Background: an optimization exercise with open tools, aiming at small area, a short achievable clock period and few clock cycles per item. Do not read the settings as production practice.
In this exercise RTL edits were held to simulation tests only and were not proved equivalent to the original.

==> v16 <==
==> flow/design.v <==
module muldiv_unit #(
    parameter int XLEN = 64
) (
    input  logic            clk,
    input  logic            reset,
    input  logic            start,
    input  logic [2:0]      funct3,
    input  logic [XLEN-1:0] op_a,
    input  logic [XLEN-1:0] op_b,
    input  logic            kill,
    output logic            busy,
    output logic            done,
    output logic [XLEN-1:0] result
);
    localparam int W = 69;   
    logic ph_align, ph_mul, ph_msh, ph_div, ph_corr, ph_fix, ph_done;
    logic [5:0] cnt;
    logic [2:0] fn;
    logic       rsel;       
    logic [1:0] kz;         
    logic       a_neg, b_neg, bzero, corr;
    logic [5:0] lz_a, lz_b;
    logic       special;    
    logic [65:0] H;         
    logic [63:0] L;         
    logic [65:0] A;         
    logic x0_h, x0_l, inv0, c_one;
    logic b0_one, b0_two, b0_neg, b1_one, b1_two, b1_neg;
    logic bsy, busy_r;
    assign bsy    = ph_align | ph_mul | ph_msh | ph_div | ph_corr | ph_fix | ph_done;
    assign busy   = busy_r;
    assign done   = ph_done | (ph_align & special);
    assign result = rsel ? H[63:0] : L;
    wire accept = !bsy && start && !kill;
    function automatic logic [5:0] lzc64(input logic [63:0] x);
        logic [31:0] z1; logic [31:0] c1;
        logic [15:0] z2; logic [1:0] c2 [16];
        logic [7:0]  z3; logic [2:0] c3 [8];
        logic [3:0]  z4; logic [3:0] c4 [4];
        logic [1:0]  z5; logic [4:0] c5 [2];
        logic [5:0] c6;
        for (int g = 0; g < 32; g++) begin
            z1[g] = !x[2*g+1] && !x[2*g];
            c1[g] = !x[2*g+1];
        end
        for (int g = 0; g < 16; g++) begin
            z2[g] = z1[2*g+1] && z1[2*g];
            c2[g] = z1[2*g+1] ? {1'b1, c1[2*g]} : {1'b0, c1[2*g+1]};
        end
        for (int g = 0; g < 8; g++) begin
            z3[g] = z2[2*g+1] && z2[2*g];
            c3[g] = z2[2*g+1] ? {1'b1, c2[2*g]} : {1'b0, c2[2*g+1]};
        end
        for (int g = 0; g < 4; g++) begin
            z4[g] = z3[2*g+1] && z3[2*g];
            c4[g] = z3[2*g+1] ? {1'b1, c3[2*g]} : {1'b0, c3[2*g+1]};
        end
        for (int g = 0; g < 2; g++) begin
            z5[g] = z4[2*g+1] && z4[2*g];
            c5[g] = z4[2*g+1] ? {1'b1, c4[2*g]} : {1'b0, c4[2*g+1]};
        end
        c6 = z5[1] ? {1'b1, c5[0]} : {1'b0, c5[1]};
        lzc64 = c6;
    endfunction
    function automatic logic [2:0] booth(input logic [2:0] g);
        booth = {g[1] ^ g[0], (g == 3'b011) || (g == 3'b100), g[2] && !(g[1] && g[0])};
    endfunction
    function automatic logic [1:0] zblocks(input logic [63:0] x);
        zblocks = (x[63:15] == '0 || x[63:15] == '1) ? 2'd3 :
                  (x[63:31] == '0 || x[63:31] == '1) ? 2'd2 :
                  (x[63:47] == '0 || x[63:47] == '1) ? 2'd1 : 2'd0;
    endfunction
    logic [1:0]  kz_a, kz_b;
    logic        swap, mcnd_sgn;
    logic [63:0] mplr, mcnd;
    always_comb begin
        kz_a     = zblocks(op_a);
        kz_b     = zblocks(op_b);
        swap     = kz_b > kz_a;
        mplr     = swap ? op_b : op_a;
        mcnd     = swap ? op_a : op_b;
        mcnd_sgn = ((funct3[1:0] == 2'b01) || (funct3[1:0] == 2'b10 && swap)) && mcnd[63];
    end
    logic [W-1:0] A_ext, H_ext, X0, X1, X2, S, C, T;
    logic [W:0]   T_ext;
    always_comb begin
        A_ext = {{(W-66){A[65]}}, A};
        H_ext = {{(W-66){H[65]}}, H};
        X0 = (x0_h ? H_ext : '0) | (x0_l ? {{(W-64){1'b0}}, L} : '0);
        X0 = X0 ^ {W{inv0}};
        X1 = (b0_one ? A_ext : '0) | (b0_two ? {A_ext[W-2:0], 1'b0} : '0);
        X1 = X1 ^ {W{b0_neg}};
        X2 = (b1_one ? A_ext : '0) | (b1_two ? {A_ext[W-2:0], 1'b0} : '0);
        X2 = X2 ^ {W{b1_neg}};
        X2 = {X2[W-3:0], b1_neg, b0_neg};
        S = X0 ^ X1 ^ X2;
        C = {(X0[W-2:0] & X1[W-2:0]) | (X0[W-2:0] & X2[W-2:0]) | (X1[W-2:0] & X2[W-2:0]), b1_neg};
        T_ext = {S, 1'b1} + {C, b1_neg | c_one};
        T = T_ext[W:1];
    end
    wire qbit = !T[W-1];    
    logic [6:0] s_full;
    logic [5:0] sft;
    always_comb begin
        s_full  = {1'b0, lz_b} - {1'b0, lz_a} + {6'd0, a_neg};
        sft     = s_full[5:0];
        special = s_full[6] || bzero;
    end
    logic n_align, n_mul, n_msh, n_div, n_corr, n_fix, n_done;
    always_comb begin
        n_align = 1'b0; n_mul = 1'b0; n_msh = 1'b0; n_div = 1'b0;
        n_corr  = 1'b0; n_fix   = 1'b0; n_done = 1'b0;
        if (!bsy) begin
            n_align = funct3[2];
            n_mul   = !funct3[2];
        end
        if (ph_align) begin
            n_div  = !special;
        end
        if (ph_mul) begin
            n_mul  = cnt != 6'd0 && !(cnt[1:0] == 2'b00 && cnt[3:2] <= kz);
            n_msh  = cnt != 6'd0 &&  (cnt[1:0] == 2'b00 && cnt[3:2] <= kz);
            n_done = cnt == 6'd0 && !corr;
            n_fix  = cnt == 6'd0 && corr;
        end
        if (ph_msh) begin
            n_msh  = cnt[3:2] != 2'd0;
            n_done = cnt[3:2] == 2'd0 && !corr;
            n_fix  = cnt[3:2] == 2'd0 && corr;
        end
        if (ph_div) begin
            n_div  = cnt != 6'd0;
            if (cnt == 6'd0) begin
                if (fn[1]) begin
                    n_fix  = qbit && a_neg;
                    n_done = qbit && !a_neg;
                    n_corr = !qbit;
                end else begin
                    n_fix  = a_neg ^ b_neg;
                    n_done = !(a_neg ^ b_neg);
                end
            end
        end
        if (ph_corr) begin
            n_fix  = a_neg;
            n_done = !a_neg;
        end
        if (ph_fix)  n_done = 1'b1;
    end
    always_ff @(posedge clk or negedge reset) begin
        if (!reset) begin
            busy_r   <= 1'b0;
            ph_align <= 1'b0;
            ph_mul   <= 1'b0;
            ph_msh   <= 1'b0;
            ph_div   <= 1'b0;
            ph_corr  <= 1'b0;
            ph_fix   <= 1'b0;
            ph_done  <= 1'b0;
        end else begin
            if ((!bsy && !(start && !kill)) || (bsy && kill && !done) || done) begin
                busy_r   <= 1'b0;
                ph_align <= 1'b0;
                ph_mul   <= 1'b0;
                ph_msh   <= 1'b0;
                ph_div   <= 1'b0;
                ph_corr  <= 1'b0;
                ph_fix   <= 1'b0;
                ph_done  <= 1'b0;
            end else begin
                busy_r   <= 1'b1;
                ph_align <= n_align;
                ph_mul   <= n_mul;
                ph_msh   <= n_msh;
                ph_div   <= n_div;
                ph_corr  <= n_corr;
                ph_fix   <= n_fix;
                ph_done  <= n_done;
            end
        end
    end
    always_ff @(posedge clk) begin
        x0_h   <= 1'b1;
        x0_l   <= 1'b0;
        inv0   <= 1'b0;
        c_one  <= 1'b0;
        {b0_one, b0_two, b0_neg} <= 3'b000;
        {b1_one, b1_two, b1_neg} <= 3'b000;
        if (n_mul) begin
            if (!bsy) begin
                {b0_one, b0_two, b0_neg} <= booth({mplr[1:0], 1'b0});
                {b1_one, b1_two, b1_neg} <= booth(mplr[3:1]);
            end else begin
                {b0_one, b0_two, b0_neg} <= booth(L[5:3]);
                {b1_one, b1_two, b1_neg} <= booth(L[7:5]);
            end
        end
        if (n_align) begin
            inv0  <= !funct3[0] && op_a[63];
            c_one <= !funct3[0] && op_a[63];
        end
        if (n_div) begin
            b0_one <= 1'b1;
            b0_neg <= (ph_div ? qbit : 1'b1) ^ b_neg;
        end
        if (n_corr) begin
            b0_one <= 1'b1;
            b0_neg <= b_neg;
        end
        if (n_fix) begin
            if (!fn[2]) begin
                b0_one <= 1'b1;
            end else if (fn[1]) begin
                inv0  <= 1'b1;
                c_one <= 1'b1;
            end else begin
                x0_h  <= 1'b0;
                x0_l  <= 1'b1;
                inv0  <= 1'b1;
                c_one <= 1'b1;
            end
        end
    end
    always_ff @(posedge clk) begin
        if (!bsy) begin
            fn    <= funct3;
            rsel  <= funct3[2] ? funct3[1] : (funct3[1:0] != 2'b00);
            a_neg <= funct3[2] && !funct3[0] && op_a[63];
            b_neg <= funct3[2] && !funct3[0] && op_b[63];
            bzero <= (op_b == '0);
            corr  <= ((funct3 == 3'b011) || (funct3 == 3'b010 && swap)) && mplr[63];
            cnt   <= 6'd15;
            kz    <= swap ? kz_b : kz_a;
            lz_a  <= lzc64(op_a ^ {64{!funct3[0] && op_a[63]}});
            lz_b  <= lzc64(op_b ^ {64{!funct3[0] && op_b[63]}});
            if (funct3[2]) begin
                H <= {{2{!funct3[0] && op_a[63]}}, op_a};
                A <= {{2{!funct3[0] && op_b[63]}}, op_b};
                L <= {64{op_b == '0}};
            end else begin
                H <= '0;
                A <= {{2{mcnd_sgn}}, mcnd};
                L <= mplr;
            end
        end else begin
            H <= ph_mul ? {T[W-1], T[W-1:4]} : ph_msh ? {{16{H[65]}}, H[65:16]} : T[65:0];
            if (ph_align) begin
                cnt <= sft;
                A   <= A << sft;
            end
            if (ph_mul) begin
                L   <= {T[3:0], L[63:4]};
                cnt <= cnt - 1'b1;
            end
            if (ph_msh) begin
                L   <= {H[15:0], L[63:16]};
                cnt <= cnt - 6'd4;
            end
            if (ph_div) begin
                L   <= {L[62:0], qbit};
                if (cnt != 6'd0) A <= {A[65], A[65:1]};
                cnt <= cnt - 1'b1;
            end
            if (ph_fix) rsel <= 1'b1;
        end
    end
endmodule
==> flow/run.sh <==
#!/bin/bash
# synth_recipe.tcl (not shown) runs the flow's synth.tcl, then flattens the netlist and writes it again
# the make line also repeats each setting of config.mk as NAME=value (left out here)
make -C /OpenROAD-flow-scripts/flow DESIGN_CONFIG=/design/flow/config.mk WORK_HOME=/design/flow/orfs CLKGATE_MAP_FILE= SYNTH_SCRIPT=/design/flow/synth_recipe.tcl finish
==> flow/config.mk <==
export PLATFORM = sky130hd
export DESIGN_NAME = muldiv_unit
export DESIGN_NICKNAME = muldiv_unit
export VERILOG_FILES = /design/flow/design.v
export SDC_FILE = /design/flow/constraint.sdc
export NUM_CORES = 4
export LEC_CHECK = 0
export CAP_MARGIN = 20
export CORE_MARGIN = 2
export CORE_UTILIZATION = 40
export SETUP_SLACK_MARGIN = 1.5
export SLEW_MARGIN = 20
==> flow/constraint.sdc <==
create_clock -name core_clock -period 6.0 [get_ports {clk}]
set_input_delay 1.2000 -clock core_clock [delete_from_list [all_inputs] [get_ports {clk}]]
set_output_delay 1.2000 -clock core_clock [all_outputs]
set_load 0.01 [all_outputs]
==> v19: changes against v16 <==
--- a/flow/design.v
+++ b/flow/design.v
@@ -25,5 +25,5 @@
     logic [63:0] L;         
     logic [65:0] A;         
-    logic x0_h, x0_l, inv0, c_one;
+    logic x0_en, inv_h, inv_l, c_one;
     logic b0_one, b0_two, b0_neg, b1_one, b1_two, b1_neg;
     logic bsy, busy_r;
@@ -66,20 +66,4 @@
         booth = {g[1] ^ g[0], (g == 3'b011) || (g == 3'b100), g[2] && !(g[1] && g[0])};
     endfunction
-    function automatic logic [1:0] zblocks(input logic [63:0] x);
-        zblocks = (x[63:15] == '0 || x[63:15] == '1) ? 2'd3 :
-                  (x[63:31] == '0 || x[63:31] == '1) ? 2'd2 :
-                  (x[63:47] == '0 || x[63:47] == '1) ? 2'd1 : 2'd0;
-    endfunction
-    logic [1:0]  kz_a, kz_b;
-    logic        swap, mcnd_sgn;
-    logic [63:0] mplr, mcnd;
-    always_comb begin
-        kz_a     = zblocks(op_a);
-        kz_b     = zblocks(op_b);
-        swap     = kz_b > kz_a;
-        mplr     = swap ? op_b : op_a;
-        mcnd     = swap ? op_a : op_b;
-        mcnd_sgn = ((funct3[1:0] == 2'b01) || (funct3[1:0] == 2'b10 && swap)) && mcnd[63];
-    end
     logic [W-1:0] A_ext, H_ext, X0, X1, X2, S, C, T;
     logic [W:0]   T_ext;
@@ -87,8 +71,9 @@
         A_ext = {{(W-66){A[65]}}, A};
         H_ext = {{(W-66){H[65]}}, H};
-        X0 = (x0_h ? H_ext : '0) | (x0_l ? {{(W-64){1'b0}}, L} : '0);
-        X0 = X0 ^ {W{inv0}};
+        X0 = x0_en ? H_ext : '0;
         X1 = (b0_one ? A_ext : '0) | (b0_two ? {A_ext[W-2:0], 1'b0} : '0);
         X1 = X1 ^ {W{b0_neg}};
+        if (inv_h) X1 = X1 | ~H_ext;
+        if (inv_l) X1 = X1 | {{(W-64){1'b1}}, ~L};
         X2 = (b1_one ? A_ext : '0) | (b1_two ? {A_ext[W-2:0], 1'b0} : '0);
         X2 = X2 ^ {W{b1_neg}};
@@ -181,7 +166,7 @@
     end
     always_ff @(posedge clk) begin
-        x0_h   <= 1'b1;
-        x0_l   <= 1'b0;
-        inv0   <= 1'b0;
+        x0_en  <= 1'b1;
+        inv_h  <= 1'b0;
+        inv_l  <= 1'b0;
         c_one  <= 1'b0;
         {b0_one, b0_two, b0_neg} <= 3'b000;
@@ -189,6 +174,6 @@
         if (n_mul) begin
             if (!bsy) begin
-                {b0_one, b0_two, b0_neg} <= booth({mplr[1:0], 1'b0});
-                {b1_one, b1_two, b1_neg} <= booth(mplr[3:1]);
+                {b0_one, b0_two, b0_neg} <= booth({op_a[1:0], 1'b0});
+                {b1_one, b1_two, b1_neg} <= booth(op_a[3:1]);
             end else begin
                 {b0_one, b0_two, b0_neg} <= booth(L[5:3]);
@@ -197,5 +182,6 @@
         end
         if (n_align) begin
-            inv0  <= !funct3[0] && op_a[63];
+            x0_en <= !(!funct3[0] && op_a[63]);
+            inv_h <= !funct3[0] && op_a[63];
             c_one <= !funct3[0] && op_a[63];
         end
@@ -212,10 +198,10 @@
                 b0_one <= 1'b1;
             end else if (fn[1]) begin
-                inv0  <= 1'b1;
+                x0_en <= 1'b0;
+                inv_h <= 1'b1;
                 c_one <= 1'b1;
             end else begin
-                x0_h  <= 1'b0;
-                x0_l  <= 1'b1;
-                inv0  <= 1'b1;
+                x0_en <= 1'b0;
+                inv_l <= 1'b1;
                 c_one <= 1'b1;
             end
@@ -229,7 +215,9 @@
             b_neg <= funct3[2] && !funct3[0] && op_b[63];
             bzero <= (op_b == '0);
-            corr  <= ((funct3 == 3'b011) || (funct3 == 3'b010 && swap)) && mplr[63];
+            corr  <= (funct3 == 3'b011) && op_a[63];
             cnt   <= 6'd15;
-            kz    <= swap ? kz_b : kz_a;
+            kz    <= (op_a[63:15] == '0 || op_a[63:15] == '1) ? 2'd3 :
+                     (op_a[63:31] == '0 || op_a[63:31] == '1) ? 2'd2 :
+                     (op_a[63:47] == '0 || op_a[63:47] == '1) ? 2'd1 : 2'd0;
             lz_a  <= lzc64(op_a ^ {64{!funct3[0] && op_a[63]}});
             lz_b  <= lzc64(op_b ^ {64{!funct3[0] && op_b[63]}});
@@ -240,6 +228,6 @@
             end else begin
                 H <= '0;
-                A <= {{2{mcnd_sgn}}, mcnd};
-                L <= mplr;
+                A <= {{2{(funct3 == 3'b001) && op_b[63]}}, op_b};
+                L <= op_a;
             end
         end else begin
@@ -262,5 +250,5 @@
                 cnt <= cnt - 1'b1;
             end
-            if (ph_fix) rsel <= 1'b1;
+            if (ph_fix) L <= T[63:0];
         end
     end
==> comparison <==
v16 ran to the end with no violations. v19 completed with no timing, DRC or antenna violations.
Between v19 and v16, the lower fmax is in v19 (gap about 0.8%, measured against v16).
In v19 the synthesized cell count is lower than in v16, by about 0.8%.
Of v19 and v16, v19 has the higher sequential share of layout area (gap 1.2 points).
Between v19 and v16, the lower clock skew is in v16 (gap 0.0094 ns).
In v16 the via count is higher than in v19, by 4.3%.
Against v19, the register-to-register slack of v16 is higher by 0.04 ns.
Testbench counts of v16, summed over its fixed seeds: cycles 21,383, ops 1,600.
Testbench counts of v19, summed over its fixed seeds: cycles 22,812, ops 1,600.

-- afterwards: timing with drivers on the ports --
In the flow no input, the clock included, has a driving cell. The finished layouts below were timed again as built, in two steps. Step 1 (the two cells are an assumption about what drives the block):
set clk [get_ports {clk}]
set_driving_cell -lib_cell sky130_fd_sc_hd__clkbuf_16 $clk
set_driving_cell -lib_cell sky130_fd_sc_hd__buf_2 [delete_from_list [all_inputs] $clk]
Step 2 moves the port delays by t, midway between the first and last clock arrival at a register: inputs arrive t later, outputs are due t later. That takes back most of the time a late clock gives input paths. Slacks: ideal ports / drivers / drivers and shift; pairs: ideal ports / drivers.
run	t (ns)	setup slack, ns	clock arrival spread, ns	worst register clock-pin slew, ns	pins driven straight from the clock port
v16	0.655	1.391 / 1.391 / 0.957	0.019 / 0.019	0.07 / 0.07	1
v19	0.633	1.355 / 1.355 / 0.969	0.027 / 0.027	0.07 / 0.07	1
After both steps every run listed still meets setup and hold. For v16, which loses most, drivers alone change the setup slack by 0.000 ns; drivers and shift together by -0.434 ns.
